This design comes from an exercise in tuning for small area, a short achievable clock period and few clock cycles per item on the open sky130 flow, not from production work. The RTL was checked by simulation tests, not by an equivalence proof against the original design.

### design/flow/run.sh
#!/bin/bash
# synth_recipe.tcl (not shown) runs the flow's synth.tcl, then flattens the netlist and writes it again
# the make line also repeats each setting of config.mk as NAME=value (left out here)
make -C /OpenROAD-flow-scripts/flow DESIGN_CONFIG=/design/flow/config.mk WORK_HOME=/design/flow/orfs CLKGATE_MAP_FILE= SYNTH_SCRIPT=/design/flow/synth_recipe.tcl finish
### design/flow/config.mk
export PLATFORM = sky130hd
export DESIGN_NAME = aes256_cbc_dec
export DESIGN_NICKNAME = aes256_cbc_dec
export VERILOG_FILES = /design/flow/design.v
export SDC_FILE = /design/flow/constraint.sdc
export NUM_CORES = 4
export LEC_CHECK = 0
export CAP_MARGIN = 20
export CORE_MARGIN = 2
export CORE_UTILIZATION = 40
export SLEW_MARGIN = 20
### design/flow/constraint.sdc
create_clock -name core_clock -period 10.0 [get_ports {clk}]
set_input_delay 2.0000 -clock core_clock [delete_from_list [all_inputs] [get_ports {clk}]]
set_output_delay 2.0000 -clock core_clock [all_outputs]
set_load 0.01 [all_outputs]
### design/flow/design.v
package aes_dec_pkg;
    typedef logic [128-1:0] aes_block_t;
    typedef logic [8-1:0] aes_byte_t;
    typedef logic [3:0] key_idx_t;
    typedef logic [3:0] byte_idx_t;
    typedef enum logic [1:0] {
        PHASE_KEY   = 2'd0,
        PHASE_IV    = 2'd1,
        PHASE_BLOCK = 2'd2
    } load_phase_t;
    typedef enum logic [1:0] {
        ROUND_FIRST = 2'd0,
        ROUND_MID   = 2'd1,
        ROUND_LAST  = 2'd2
    } round_kind_t;
    function automatic aes_byte_t gf_xtime(input aes_byte_t a);
        gf_xtime = {a[6:0], 1'b0} ^ (a[7] ? 8'h1b : 8'h00);
    endfunction
    function automatic aes_byte_t gf_mul(input aes_byte_t a, input aes_byte_t b);
        aes_byte_t acc;
        aes_byte_t p;
        acc = '0;
        p = a;
        for (int i = 0; i < 8; i++) begin
            if (b[i]) begin
                acc = acc ^ p;
            end
            p = gf_xtime(p);
        end
        gf_mul = acc;
    endfunction
    function automatic aes_block_t inv_shift_rows(input aes_block_t s);
        aes_block_t o;
        int src;
        o = '0;
        for (int c = 0; c < 4; c++) begin
            for (int r = 0; r < 4; r++) begin
                src = r + 4 * ((c - r) & 3);
                o[128-1-8*(r+4*c) -: 8] = s[128-1-8*src -: 8];
            end
        end
        inv_shift_rows = o;
    endfunction
    function automatic aes_block_t inv_mix_columns(input aes_block_t s);
        aes_block_t o;
        aes_byte_t a0;
        aes_byte_t a1;
        aes_byte_t a2;
        aes_byte_t a3;
        int base;
        o = '0;
        for (int c = 0; c < 4; c++) begin
            base = 128 - 1 - 32 * c;
            a0 = s[base -: 8];
            a1 = s[base-8 -: 8];
            a2 = s[base-16 -: 8];
            a3 = s[base-24 -: 8];
            o[base -: 8] = gf_mul(a0, 8'h0e) ^ gf_mul(a1, 8'h0b) ^
                           gf_mul(a2, 8'h0d) ^ gf_mul(a3, 8'h09);
            o[base-8 -: 8] = gf_mul(a0, 8'h09) ^ gf_mul(a1, 8'h0e) ^
                             gf_mul(a2, 8'h0b) ^ gf_mul(a3, 8'h0d);
            o[base-16 -: 8] = gf_mul(a0, 8'h0d) ^ gf_mul(a1, 8'h09) ^
                              gf_mul(a2, 8'h0e) ^ gf_mul(a3, 8'h0b);
            o[base-24 -: 8] = gf_mul(a0, 8'h0b) ^ gf_mul(a1, 8'h0d) ^
                              gf_mul(a2, 8'h09) ^ gf_mul(a3, 8'h0e);
        end
        inv_mix_columns = o;
    endfunction
endpackage
`timescale 1ns/1ps
module aes_inv_sbox (
    input  logic                  clk,
    input  logic                  resetn,
    input  aes_dec_pkg::aes_byte_t byte_i,
    output aes_dec_pkg::aes_byte_t byte_o
);
    localparam logic [2047:0] INV_SBOX = {
        128'h52096ad53036a538bf40a39e81f3d7fb,
        128'h7ce339829b2fff87348e4344c4dee9cb,
        128'h547b9432a6c2233dee4c950b42fac34e,
        128'h082ea16628d924b2765ba2496d8bd125,
        128'h72f8f66486689816d4a45ccc5d65b692,
        128'h6c704850fdedb9da5e154657a78d9d84,
        128'h90d8ab008cbcd30af7e45805b8b34506,
        128'hd02c1e8fca3f0f02c1afbd0301138a6b,
        128'h3a9111414f67dcea97f2cfcef0b4e673,
        128'h96ac7422e7ad3585e2f937e81c75df6e,
        128'h47f11a711d29c5896fb7620eaa18be1b,
        128'hfc563e4bc6d279209adbc0fe78cd5af4,
        128'h1fdda8338807c731b11210592780ec5f,
        128'h60517fa919b54a0d2de57a9f93c99cef,
        128'ha0e03b4dae2af5b0c8ebbb3c83539961,
        128'h172b047eba77d626e169146355210c7d
    };
    always_ff @(posedge clk or negedge resetn) begin
        if (!resetn) begin
            byte_o <= '0;
        end else begin
            byte_o <= INV_SBOX[2047 - 8 * byte_i -: 8];
        end
    end
endmodule
`timescale 1ns/1ps
module aes_key_store (
    input  logic                    clk,
    input  logic                    resetn,
    input  logic                    we_i,
    input  aes_dec_pkg::key_idx_t   widx_i,
    input  aes_dec_pkg::aes_block_t wdata_i,
    input  aes_dec_pkg::key_idx_t   ridx_i,
    output aes_dec_pkg::aes_block_t rkey_o
);
    aes_dec_pkg::aes_block_t mem [15];
    always_ff @(posedge clk) begin
        if (we_i) begin
            mem[widx_i] <= wdata_i;
        end
    end
    assign rkey_o = mem[ridx_i];
endmodule
`timescale 1ns/1ps
module aes_dec_ctrl (
    input  logic                       clk,
    input  logic                       resetn,
    input  logic                       data_valid_i,
    input  logic                       round_done_i,
    output aes_dec_pkg::load_phase_t   phase_o,
    output aes_dec_pkg::key_idx_t      key_idx_o,
    output logic                       ready_o,
    output logic                       key_we_o,
    output aes_dec_pkg::key_idx_t      key_widx_o,
    output logic                       iv_load_o,
    output logic                       block_load_o,
    output logic                       round_start_o,
    output aes_dec_pkg::round_kind_t   round_kind_o,
    output aes_dec_pkg::key_idx_t      key_ridx_o,
    output logic                       finish_o
);
    localparam aes_dec_pkg::key_idx_t LAST_KEY = 4'd14;
    typedef enum logic [2:0] {
        S_LOAD_KEYS,
        S_LOAD_IV,
        S_WAIT_BLOCK,
        S_RUN_ROUND,
        S_WAIT_DONE
    } ctrl_state_t;
    ctrl_state_t state;
    aes_dec_pkg::key_idx_t kidx;
    always_ff @(posedge clk or negedge resetn) begin
        if (!resetn) begin
            state <= S_LOAD_KEYS;
            kidx  <= '0;
        end else begin
            case (state)
                S_LOAD_KEYS: begin
                    if (data_valid_i) begin
                        if (kidx == LAST_KEY) begin
                            state <= S_LOAD_IV;
                        end else begin
                            kidx <= kidx + 4'd1;
                        end
                    end
                end
                S_LOAD_IV: begin
                    if (data_valid_i) begin
                        state <= S_WAIT_BLOCK;
                    end
                end
                S_WAIT_BLOCK: begin
                    if (data_valid_i) begin
                        state <= S_RUN_ROUND;
                    end
                end
                S_RUN_ROUND: begin
                    state <= S_WAIT_DONE;
                end
                S_WAIT_DONE: begin
                    if (round_done_i) begin
                        if (kidx == '0) begin
                            kidx  <= LAST_KEY;
                            state <= S_WAIT_BLOCK;
                        end else begin
                            kidx  <= kidx - 4'd1;
                            state <= S_RUN_ROUND;
                        end
                    end
                end
                default: begin
                    state <= S_LOAD_KEYS;
                    kidx  <= '0;
                end
            endcase
        end
    end
    always_comb begin
        case (state)
            S_LOAD_KEYS: phase_o = aes_dec_pkg::PHASE_KEY;
            S_LOAD_IV:   phase_o = aes_dec_pkg::PHASE_IV;
            default:     phase_o = aes_dec_pkg::PHASE_BLOCK;
        endcase
    end
    always_comb begin
        if (kidx == LAST_KEY) begin
            round_kind_o = aes_dec_pkg::ROUND_FIRST;
        end else if (kidx == '0) begin
            round_kind_o = aes_dec_pkg::ROUND_LAST;
        end else begin
            round_kind_o = aes_dec_pkg::ROUND_MID;
        end
    end
    assign key_idx_o     = kidx;
    assign key_widx_o    = kidx;
    assign key_ridx_o    = kidx;
    assign ready_o       = (state == S_WAIT_BLOCK);
    assign key_we_o      = (state == S_LOAD_KEYS) && data_valid_i;
    assign iv_load_o     = (state == S_LOAD_IV) && data_valid_i;
    assign block_load_o  = ready_o && data_valid_i;
    assign round_start_o = (state == S_RUN_ROUND);
    assign finish_o      = (state == S_WAIT_DONE) && round_done_i && (kidx == '0);
endmodule
`timescale 1ns/1ps
module aes_round_unit (
    input  logic                     clk,
    input  logic                     resetn,
    input  logic                     load_i,
    input  aes_dec_pkg::aes_block_t  block_i,
    input  logic                     start_i,
    input  aes_dec_pkg::round_kind_t kind_i,
    input  aes_dec_pkg::aes_block_t  rkey_i,
    output aes_dec_pkg::aes_block_t  state_o,
    output logic                     done_o
);
    localparam aes_dec_pkg::byte_idx_t LAST_BYTE = 4'd15;
    aes_dec_pkg::aes_block_t state_q;
    aes_dec_pkg::aes_block_t ark;
    aes_dec_pkg::aes_block_t xform;
    logic      issue_act;
    aes_dec_pkg::byte_idx_t issue_idx;
    logic      wr_act;
    aes_dec_pkg::byte_idx_t wr_idx;
    logic      done_q;
    aes_dec_pkg::aes_byte_t sbox_in;
    aes_dec_pkg::aes_byte_t sbox_out;
    always_comb begin
        ark = state_q ^ rkey_i;
        case (kind_i)
            aes_dec_pkg::ROUND_FIRST: xform = aes_dec_pkg::inv_shift_rows(ark);
            aes_dec_pkg::ROUND_MID:   xform = aes_dec_pkg::inv_shift_rows(aes_dec_pkg::inv_mix_columns(ark));
            default:     xform = ark;
        endcase
    end
    assign sbox_in = state_q[8 * issue_idx +: 8];
    aes_inv_sbox u_sbox (
        .clk    (clk),
        .resetn (resetn),
        .byte_i (sbox_in),
        .byte_o (sbox_out)
    );
    always_ff @(posedge clk) begin
        if (load_i) begin
            state_q <= block_i;
        end else if (start_i) begin
            state_q <= xform;
        end else if (wr_act) begin
            state_q[8 * wr_idx +: 8] <= sbox_out;
        end
    end
    always_ff @(posedge clk or negedge resetn) begin
        if (!resetn) begin
            issue_act <= 1'b0;
            issue_idx <= '0;
            wr_act    <= 1'b0;
            wr_idx    <= '0;
            done_q    <= 1'b0;
        end else begin
            done_q <= 1'b0;
            wr_act <= issue_act;
            wr_idx <= issue_idx;
            if (start_i) begin
                issue_idx <= '0;
                if (kind_i == aes_dec_pkg::ROUND_LAST) begin
                    done_q <= 1'b1;
                end else begin
                    issue_act <= 1'b1;
                end
            end else if (issue_act) begin
                issue_idx <= issue_idx + 4'd1;
                if (issue_idx == LAST_BYTE) begin
                    issue_act <= 1'b0;
                end
            end
            if (wr_act && (wr_idx == LAST_BYTE)) begin
                done_q <= 1'b1;
            end
        end
    end
    assign state_o = state_q;
    assign done_o  = done_q;
endmodule
`timescale 1ns/1ps
module aes_cbc_out (
    input  logic                    clk,
    input  logic                    resetn,
    input  logic                    iv_load_i,
    input  logic                    block_load_i,
    input  aes_dec_pkg::aes_block_t data_i,
    input  logic                    finish_i,
    input  aes_dec_pkg::aes_block_t state_i,
    output aes_dec_pkg::aes_block_t plain_o,
    output logic                    valid_o
);
    aes_dec_pkg::aes_block_t prev_ct;
    aes_dec_pkg::aes_block_t cur_ct;
    always_ff @(posedge clk) begin
        if (iv_load_i) begin
            prev_ct <= data_i;
        end else if (finish_i) begin
            prev_ct <= cur_ct;
        end
        if (block_load_i) begin
            cur_ct <= data_i;
        end
    end
    always_ff @(posedge clk or negedge resetn) begin
        if (!resetn) begin
            plain_o <= '0;
            valid_o <= 1'b0;
        end else begin
            valid_o <= finish_i;
            if (finish_i) begin
                plain_o <= prev_ct ^ state_i;
            end
        end
    end
endmodule
`timescale 1ns/1ps
module aes256_cbc_dec (
    input  logic         clk,
    input  logic         resetn,
    input  logic [127:0] data_i,
    input  logic         data_valid_i,
    output logic [127:0] plain_o,
    output logic         valid_o,
    output logic         ready_o,
    output logic [1:0]   phase_o,
    output logic [3:0]   key_idx_o
);
    aes_dec_pkg::load_phase_t phase;
    logic        key_we;
    aes_dec_pkg::key_idx_t    key_widx;
    logic        iv_load;
    logic        block_load;
    logic        round_start;
    aes_dec_pkg::round_kind_t round_kind;
    aes_dec_pkg::key_idx_t    key_ridx;
    logic        finish;
    logic        round_done;
    aes_dec_pkg::aes_block_t  rkey;
    aes_dec_pkg::aes_block_t  state;
    aes_dec_ctrl u_ctrl (
        .clk           (clk),
        .resetn        (resetn),
        .data_valid_i  (data_valid_i),
        .round_done_i  (round_done),
        .phase_o       (phase),
        .key_idx_o     (key_idx_o),
        .ready_o       (ready_o),
        .key_we_o      (key_we),
        .key_widx_o    (key_widx),
        .iv_load_o     (iv_load),
        .block_load_o  (block_load),
        .round_start_o (round_start),
        .round_kind_o  (round_kind),
        .key_ridx_o    (key_ridx),
        .finish_o      (finish)
    );
    assign phase_o = phase;
    aes_key_store u_keys (
        .clk     (clk),
        .resetn  (resetn),
        .we_i    (key_we),
        .widx_i  (key_widx),
        .wdata_i (data_i),
        .ridx_i  (key_ridx),
        .rkey_o  (rkey)
    );
    aes_round_unit u_round (
        .clk     (clk),
        .resetn  (resetn),
        .load_i  (block_load),
        .block_i (data_i),
        .start_i (round_start),
        .kind_i  (round_kind),
        .rkey_i  (rkey),
        .state_o (state),
        .done_o  (round_done)
    );
    aes_cbc_out u_cbc (
        .clk          (clk),
        .resetn       (resetn),
        .iv_load_i    (iv_load),
        .block_load_i (block_load),
        .data_i       (data_i),
        .finish_i     (finish),
        .state_i      (state),
        .plain_o      (plain_o),
        .valid_o      (valid_o)
    );
endmodule
==> run summary <==
synthesized netlist by cell type, types with 44 or more instances:
library cell / n / area share
a21oi_1: 193 / 0.0086
a221oi_1: 54 / 0.0042
buf_2: 67 / 0.0030
clkbuf_1: 218 / 0.0072
dfrtp_1: 155 / 0.034
edfxtp_1: 2304 / 0.61
mux2_2: 168 / 0.017
mux2i_1: 281 / 0.025
mux4_2: 507 / 0.10
nand2_1: 445 / 0.015
nand3_1: 45 / 0.0020
nor2_1: 185 / 0.0062
nor3_1: 49 / 0.0022
o211ai_1: 51 / 0.0034
o21ai_0: 336 / 0.015
o21ai_1: 71 / 0.0031
o221ai_1: 44 / 0.0034
xnor2_1: 694 / 0.054
xnor2_2: 63 / 0.0091
xor2_1: 235 / 0.018
layout by cell type, fill, tap and decap left out, drive strengths merged, types with 15 or more instances in the layout:
cell           synthesis  routed
a211oi                30      30
a21oi                193     193
a221o                 25      25
a221oi                55      55
a22o                  15      15
a22oi                 23      23
a31oi                 26      26
buf                  176     225
bufinv                 0      18
clkbuf               218     351
clkdlybuf4s50          0     265
clkinv                 3     101
dfrtp                155     155
diode                  0      18
edfxtp              2304    2304
ha                    24      24
inv                   34      55
mux2                 169     169
mux2i                284     284
mux4                 517     517
nand2                445     445
nand3                 45      45
nor2                 185     185
nor3                  50      50
o211ai                51      51
o21ai                407     407
o221ai                44      44
o22ai                 39      39
xnor2                760     760
xnor3                 37      37
xor2                 281     281
cell families after synthesis:
logic type                 share of synthesized area
AOI/OAI and AO/OA                             0.0555
DFF                                            0.647
adders and majority gates                    0.00266
buffers and inverters                         0.0204
muxes                                          0.146
xor gates and xnor gates                      0.0971
and+or+nand+nor                               0.0314
cell type report:
type                    instances  share of cell area
multi-input cells            3903               0.293
well taps                    3743              0.0362
repair buffers                490              0.0360
clock buffers                 351              0.0565
inverters                      37             0.00117
flip-flops and latches       2459               0.566
diodes                         18            0.000349
clock inverters               147              0.0115
worst reg2reg max path, cell delays in order (launching register included):
cell and delay, ns:
dfrtp_2 0.78, buf_4 0.42, mux4_2 0.64, mux2i_1 0.38
mux2i_2 0.19, buf_4 0.31, clkinv_1 0.26, ha_1 0.49
inv_1 0.16, ha_2 0.38, buf_12 0.41, inv_2 0.52
buf_4 0.39, ha_1 0.44, o22ai_1 0.20, a31oi_1 0.10
o21ai_0 0.12, nand3_1 0.12, and3_1 0.20, or3_1 0.35
flip-flops by register name, summed over array words and instances, names as in the netlist, 4 cells and up:
signal	count
u_cbc.cur_ct	128
u_round.state_q	128
u_round.u_sbox.byte_o	8
u_cbc.plain_o	128
u_ctrl.kidx	4
u_round.issue_idx	4
u_round.wr_idx	4
u_keys.mem	1920
u_cbc.prev_ct	128
routing by layer:
metal	track usage	part of all wire	routed length, um	vias to the layer above
met5	0	0.00055	214	-
met1	0.369	0.41	159000	34928
met2	0.408	0.45	176000	3444
li1	-	-	-	27277
met4	0.111	0.047	18400	34
met3	0.0617	0.092	35900	739
worst max path at each step:
stage | start | to | slack [ns]
2_1_floorplan | u_ctrl.kidx[2] | u_keys.mem[14][0] | 1.30
3_3_place_gp | u_round.issue_idx[0] | u_round.u_sbox.byte_o[0] | 3.19
3_5_place_dp | u_round.issue_idx[0] | u_round.u_sbox.byte_o[0] | 3.27
4_1_cts | u_round.issue_idx[0] | u_round.u_sbox.byte_o[0] | 3.25
5_1_grt | u_round.issue_idx[0] | u_round.u_sbox.byte_o[0] | 2.87
6_report | u_round.issue_idx[0] | u_round.u_sbox.byte_o[0] | 3.00
==> impl_metrics.csv <==
group,metric,value,unit
outcome,status,"timing/DRC/antenna clean",
synthesis,synth_area,113000,sq um
critical_path,r2r-end,"u_round.u_sbox.byte_o[0]",
synthesis,ys.flop_type,"edfxtp_1",
synthesis,yosysWarnings,901,
die,die_area,286000,sq um
clock_tree,clk_pin_slew,0.06,ns
critical_path,critPathMaxStageDelay,0.78,ns
critical_path,path_common_cell,"buf_4",
global_routing,grt_pass1_vias,64995,
sta,setup_ws,3.00,ns
clock_tree,cts_resized,0,
placed_design,dp_slack,3.27,ns
global_routing,antenna_found_initial,37,
route,drc,0,
job,drv_cap,0,
placed_design,dpl_cell_area,120000,sq um
synthesis,synth-seq-area-share,0.647,
final_layout,areaGrowthSynthToFinish,14.5,%
placed_design,routabilityCongestion,0.986,
synthesis,syn_nets,6948,
final_layout,layout-drive-gt1-share,0.199,
critical_path,rr_worst_depth,19,
worst_hold_path,min_path_type,"flip-flop to flip-flop",
sta,tightestPinTransition,1.44,ns
worst_hold_path,min_from,"u_cbc.plain_o[95]",
clock_tree,clk_latency,0.91,ns
synthesis,synthDistinctLibCells,91,
sta,fmax,0.143,GHz
route,avgViaCountPerCell,5.96,
critical_path,worst_setup_path_start_kind,"flip-flop",
critical_path,crit_family,"buffers and inverters",
synthesis,postSynthCellCount,6793,
synthesis,syn_area_per_cell,16.6,sq um
route,drtIter0Drc,9090,
sta,relSlewSlack,0.0431,
die,num_io_pins,267,
global_routing,grt_overflow,0,
clock_tree,cts_setup_buffers,0,
clock_tree,numCtsBuffers,273,
critical_path,crit_slowest_cell,"dfrtp_2",
sta,period_share,0.700,
die,coreArea,282000,sq um
global_routing,grt_pass1_wl,535000,um
critical_path,worst_setup_path_end_kind,"flip-flop",
critical_path,cp.depth,19,
critical_path,cp_cell_sequence,"buf_4 > mux4_2 > mux2i_1 > mux2i_2 > buf_4 > clkinv_1 > ha_1 > inv_1 > ha_2 > buf_12 > inv_2 > buf_4 > ha_1 > o22ai_1 > a31oi_1 > o21ai_0 > nand3_1 > and3_1 > or3_1",
route,wl_per_cell,34.9,um
sta,setup_viol,0,
route,drt_pass1_iterations,7,
placed_design,placedCellCount,10632,
clock_tree,cts_hold_buf,0,
die,fp.dieH,535,um
critical_path,cp.required,10.77,ns
sta,whs,0.475,ns
worst_hold_path,holdPathEnd,"u_cbc.plain_o[95]",
worst_hold_path,min_path_cells,2,
clock_tree,cts_tree,"yes",
die,rows,195,
critical_path,regToRegStartpoint,"u_round.issue_idx[0]",
final_layout,seq_area,73100,sq um
clock_tree,root_buffer,"clkbuf_16",
critical_path,reg2reg_slack,3.00,ns
placed_design,port_buffers,266,
global_routing,grt_max_degree,119,
sta,setup_tns,0,ns
synthesis,synth-async-reset-ratio,0.0630,
placed_design,dpl.hpwl,252000,um
synthesis,synth_edf_count,2304,
critical_path,cp_num_buf_inv,7,
critical_path,worst-setup-path-type,"flip-flop to flip-flop",
die,start_util,0.401,
critical_path,crit_fanout,118,
sta,hold_viol_final,0,
global_routing,grtUsageTotal,0.267,
sta,rsz0062_at_grt,"false",
sta,min_period,7.00,ns
final_layout,final_core_util,0.459,
final_layout,multi_input_area,37800,sq um
final_layout,nFillCells,24366,
final_layout,final_cell_area,129000,sq um
final_layout,layoutNonFillerInstCount,11148,
route,totalWireLength,389000,um
sta,drv_slew,0,
synthesis,synth.ff_latch_count,2459,
final_layout,fin_nets,7319,
die,die_w,535,um
sta,finClkSkew,0.0575,ns
route,antenna_left,0,
clock_tree,cts_sinks,2459,
clock_tree,ctsHtreeMaxLevel,5,
route,vias,66422,
clock_tree,cts_buffer_depth,4,
critical_path,cp.arrival,7.77,ns
Testbench counts, summed over its fixed seeds: cycles 68,992, items 256.

[port drivers added, routing unchanged]
Ports are ideal in the flow. The routed layout listed here was re-timed in OpenROAD. Step 1 sets driving cells, clkbuf_16 on the clock port and buf_2 on the other inputs (assumed; they add their load-dependent delay and slew). Step 2, shift: input delay + t, output delay - t, t = (earliest + latest rising clock arrival at the registers) / 2. This alone moves slack from input paths to output paths. Three values: ideal ports, drivers, drivers and shift; two values: the first two.
shift t [ns]: 0.983
setup slack, ns: 3.005 / 3.005 / 3.005
worst setup path after step 2: register to register
worst register clock-pin slew, ns: 0.07 / 0.07
worst slew at a driven data input, ns: 0.17
After both steps this run still meets setup and hold. For this run, drivers alone change the setup slack by 0.000 ns; drivers and shift together by 0.000 ns.
